What follows belongs to an exercise in optimizing a design on an open flow for small area, a short achievable clock period and few clock cycles; a production flow would make more cautious choices. Only simulation tests tie the RTL to the original design; equivalence was not proved. Power and IR drop assume default switching activity.

Setup of north:
==> flow/design.v (excerpt) <==
module neuron_state_mem #(
    parameter int DATA_W = 32,
    parameter int DEPTH  = 64,
    parameter int ADDR_W = $clog2(DEPTH)
) (
    input  logic              clk,
    input  logic              reset,
    input  logic              init_start,
    input  logic [DATA_W-1:0] init_value,
    output logic              init_busy,
    output logic              ready,
    input  logic              rd_en,
    input  logic [ADDR_W-1:0] rd_addr,
    output logic [DATA_W-1:0] rd_data,
    output logic              rd_valid,
    input  logic              wr_en,
    input  logic [ADDR_W-1:0] wr_addr,
    input  logic [DATA_W-1:0] wr_data
);
    logic                ready_q;
    logic                busy_q;
    logic [DATA_W-1:0]   init_q;
    logic [DEPTH-1:0]    written_q;
    logic [DATA_W-1:0]   rd_data_q;
    logic                rd_valid_q;
    logic [DATA_W-1:0]   mem [DEPTH];
    logic                keep;
    logic [7:0]          pw_hi_q;          
    logic [7:0]          pw_lo_q;
    logic [DATA_W-1:0]   pw_data_q;
    assign ready     = ready_q;
    assign init_busy = busy_q;
    assign rd_data   = rd_data_q;
    assign rd_valid  = rd_valid_q;
    assign keep = ready_q && !init_start;
    logic              en, bypass, pend_hit, g, use_init;
    logic [3:0]        hw;                     
    logic [3:0]        wq;                     
    logic [DATA_W-1:0] yq [4];                 
    logic [DATA_W-1:0] rd_d;
    assign en     = ready_q && rd_en;
    assign bypass = wr_en && rd_addr == wr_addr;
    assign pend_hit = pw_hi_q[rd_addr[5:3]] && pw_lo_q[rd_addr[2:0]];
    assign g      = en && !bypass && !pend_hit;
    logic [3:0] s0, s1;                        
    always_comb begin
  ...
export LEC_CHECK = 0
export CAP_MARGIN = 20
export CORE_MARGIN = 2
export CORE_UTILIZATION = 55
export CTS_CLUSTER_DIAMETER = 120
export CTS_CLUSTER_SIZE = 26
export SETUP_SLACK_MARGIN = 2.15
export SLEW_MARGIN = 20
export SYNTH_HIERARCHICAL = 1
export TNS_END_PERCENT = 5
create_clock -name core_clock -period 4.5 [get_ports {clk}]
standard.sh (not shown) runs the stock make flow with config.mk's settings and CLKGATE_MAP_FILE= SYNTH_SCRIPT=/design/flow/synth_recipe.tcl, a recipe that flattens the netlist after the stock synthesis.
==> flow/flow/run.sh <==
#!/bin/bash
# Standard layout, with the port buffers made from plain buffers instead of delay cells.
set -euo pipefail
export BUFFER_PORTS_ARGS="-buffer_cell sky130_fd_sc_hd__buf_4"
bash standard.sh finish > standard_finish.log 2>&1
Testbench counts of north, summed over its fixed seeds: cycles 6,955.
The inputs of south differ from those of north as listed below.
- SETUP_SLACK_MARGIN changed from 2.15 to 2.4
- TNS_END_PERCENT changed from 5 to 100
Results
- Changes observed in south relative to north: total number of vias has increased; area added between synthesis and finish higher.
- From south to north, flip-flop and latch count did not move at all.
- The flow did not stop early for south: all stages ran, and the layout cleared the timing, design-rule and antenna checks.
- Looking at critical setup path kind, the reg2reg result is from south; the in2reg one comes from north.
- south and north ended up with roughly the same wire length on met1.
- Changes observed in south relative to north: non-clock buffer count has increased, worst hold slack has decreased.
Here is what was changed in the inputs of east compared with south.
- TNS_END_PERCENT now 5, was 100
==> comparison <==
Delta(maximum frequency, east - south) > 0. Delta(stage delay of the slowest cell on the critical path, east - south) > 0. As far as proportion of power drawn by combinational gates is concerned, south and east perform about the same.
Inputs modified between east and west:
- SETUP_SLACK_MARGIN: 2.4 -> 2.7
Notes after the runs:
The run showing the smaller number of iterations in the first detailed-routing pass is west. On minimum clock period: west sits above east. Buffer count from post-CTS setup fixing was lower in the run labelled east. west vs. east: largest net degree at the start of global routing moved up; clock-buffer cell count went up by 1.9%; sequential cell area share fell 0.34 points.
What middle does differently from west at the input level:
- swapping 2.7 for 2.4 in SETUP_SLACK_MARGIN
- swapping 26 for 22 in CTS_CLUSTER_SIZE
- swapping 120 for 80 in CTS_CLUSTER_DIAMETER
Findings:
The critical path depth in middle sits 1 below the value recorded for west. A capturing element of the worst setup path of rd_data_q[18] is what middle shows, while rd_data_q[23] belongs to west. When middle is measured against west, its growth of design area from synthesis to finish turns out 0.35 points higher. west → middle: well-tap cell count was more or less identical, switching fraction of total power was more or less identical.

Starting RTL as in the previous note.
clock: 4.5 ns
lec_check: 0
cap_margin: 20
core_margin: 2
core_utilization: 55
cts_cluster_diameter: 100
cts_cluster_size: 30
setup_slack_margin: 2.4
slew_margin: 20
synth_hierarchical: 1
tns_end_percent: 5
Scripts as last shown in full above: flow/flow/run.sh
The first run completed without violations.
Testbench counts at the start, summed over its fixed seeds: cycles 6,955.
Change:
- CTS_CLUSTER_DIAMETER: 100 -> 120
- CTS_CLUSTER_SIZE: 30 -> 26
- TNS_END_PERCENT: 5 -> 2
The new run went through all stages and came out clean.
Non-clock buffer count rose by 10.
Area after synthesis stays the same.
Sequential cell count stays the same.
Change:
- CORE_UTILIZATION: 55 -> 48
- TNS_END_PERCENT: 2 -> 5
Outcome: Area after synthesis is unchanged; core utilization fell by 7.9 points; worst setup slack gets worse by 0.018 ns.
Change:
- CORE_ASPECT_RATIO: default -> 0.6
- CORE_UTILIZATION: 48 -> 55
The new run produced a clean layout.
Setup slack loses 0.026 ns.
Count of clock-buffer cells in the layout went up by 11.
Critical path depth went up by 2.
Power went down by 0.52%.
Wire length went down by 2.7%.
Flip-flop and latch count does not change.
Via count stays flat.
Synthesized cell count stays the same.
Non-clock buffer count went up by 14.
Core utilization went up by 7.7 points.
Final cell count went down by 3.6%.
Change:
- CORE_ASPECT_RATIO: 0.6 -> default
- CORE_UTILIZATION: 55 -> 60
- PLACE_DENSITY: default -> 0.66
The changed run ran to the end with no violations.
Count of clock-buffer cells in the layout rose by 19.
First-iteration DRC count rose by a few percent.
Setup slack improved by 0.10 ns.
Critical path depth fell by 3.
Global-route usage rose by 2.5 points.

build 32:
neuron_state_mem again, from the RTL that the note above started with.
export LEC_CHECK = 0
export CAP_MARGIN = 20
export CORE_MARGIN = 2
export CORE_UTILIZATION = 55
export CTS_CLUSTER_DIAMETER = 120
export CTS_CLUSTER_SIZE = 26
export SETUP_SLACK_MARGIN = 2.3
export SLEW_MARGIN = 20
export SYNTH_HIERARCHICAL = 1
export TNS_END_PERCENT = 10
create_clock -name core_clock -period 4.5 [get_ports {clk}]
Scripts as last shown in full above: flow/flow/run.sh
Testbench counts of build 32, summed over its fixed seeds: cycles 6,955.
Here is what was changed in the inputs of build 23 compared with build 32.
Settings: PLACE_DENSITY: unset -> 0.75; CORE_UTILIZATION: 55 -> 68; SETUP_SLACK_MARGIN: 2.3 -> 2.4; TNS_END_PERCENT: 10 -> 5.
--- outcome ---
- Build 23 against build 32: chip width now smaller; growth of design area from synthesis to finish now smaller.
- Maximum frequency: build 23 vs build 32 up 1.3%
- In build 23 relative to build 32, layout buffer count excluding clock buffers had gone down by more than 10%.
- In build 23 the number of tap instances turned out 330 lower than in build 32.
- Build 23 ended with more portion of total power attributed to sequential cells than build 32.
- [compare] base=build 32 new=build 23: first-pass GRT wire length lower; met2 usage climbed 4.9 points.
- Power: lower on build 23
- [build 23] clock insertion delay at the later pin of the skew report fell 0.04 ns relative to build 32
- Total length of routed met3 wires was higher in the run labelled build 23.
Here is what was changed in the inputs of build 18 compared with build 23.
Settings: an added ABC_CLOCK_PERIOD_IN_PS of 1200; a change of CORE_UTILIZATION from 68 to 55; a deleted PLACE_DENSITY that had been 0.75.
Findings:
Between build 23 and build 18, worst setup slack after layout increased. Per the comparison of build 18 with build 23, overall die width has increased; clock group share of total power did not really move; instance area after placement went up 680 um^2; wire length higher; worst stage delay on the critical path up 0.10 ns. Build 18 -> build 23: flop and latch count out of synthesis delta 0, exact match.
[inputs] build 80 vs build 18
Settings: GPL_ROUTABILITY_DRIVEN newly set to 0; ABC_CLOCK_PERIOD_IN_PS removed (was 1200).
Notes after the runs:
- Build 80 | status: complete | timing, DRC, antenna: pass
- Reported for build 18 and build 80, flip-flop and latch count turned out identical to the last digit.
- As far as height of the chip goes, build 80 and build 18 are indistinguishable; the numbers are identical.
- There was hardly any difference in met1 track utilization from global routing between build 80 and build 18.
- [compare] base=build 18 new=build 80: number of port buffers barely changed; mean routed wirelength per cell barely changed; proportion of power drawn by the clock network barely changed; maximum single-stage delay on the critical path barely changed.
- Proportion of synthesized flip-flops having asynchronous set or reset: build 18 vs build 80, no meaningful difference

## static timing again, ports no longer ideal
How much do the figures lean on ideal ports? The routed layouts below were timed once more, with nothing changed but the port constraints.
Step 1 (the two cells are an assumption about what drives the block):
set clk [get_ports {clk}]
set_driving_cell -lib_cell sky130_fd_sc_hd__clkbuf_16 $clk
set_driving_cell -lib_cell sky130_fd_sc_hd__buf_2 [delete_from_list [all_inputs] $clk]
Step 2 also shifts input and output timing later by t, the mid clock arrival at the registers, as if the neighbouring blocks saw the same clock.
Slacks: ideal / step 1 / step 2; pairs: ideal / step 1.
run	shift t [ns]	slack for setup (ns)	worst data-port slew with drivers (ns)
north	0.837	2.108 / 1.933 / 1.097	0.29
south	0.841	2.115 / 1.980 / 1.139	0.26
east	0.841	2.148 / 1.937 / 1.096	0.40
west	0.833	2.079 / 1.856 / 1.022	0.37
middle	0.863	2.128 / 1.996 / 1.132	0.28
the first run of note 2	0.818	2.118 / 1.925 / 1.107	0.35
the second run of note 2	0.823	2.063 / 1.936 / 1.113	0.27
the third run of note 2	0.837	2.045 / 1.875 / 1.038	0.27
the fourth run of note 2	0.814	2.019 / 1.879 / 1.065	0.24
the fifth run of note 2	0.824	2.120 / 1.957 / 1.133	0.34
build 32	0.833	2.055 / 1.841 / 1.009	0.33
build 23	0.797	2.088 / 1.912 / 1.115	0.29
build 18	0.841	2.148 / 1.937 / 1.096	0.40
build 80	0.841	2.148 / 1.937 / 1.096	0.40
After both steps every run listed still meets setup and hold. For west, which loses most, drivers alone change the setup slack by -0.223 ns; drivers and shift together by -1.057 ns.
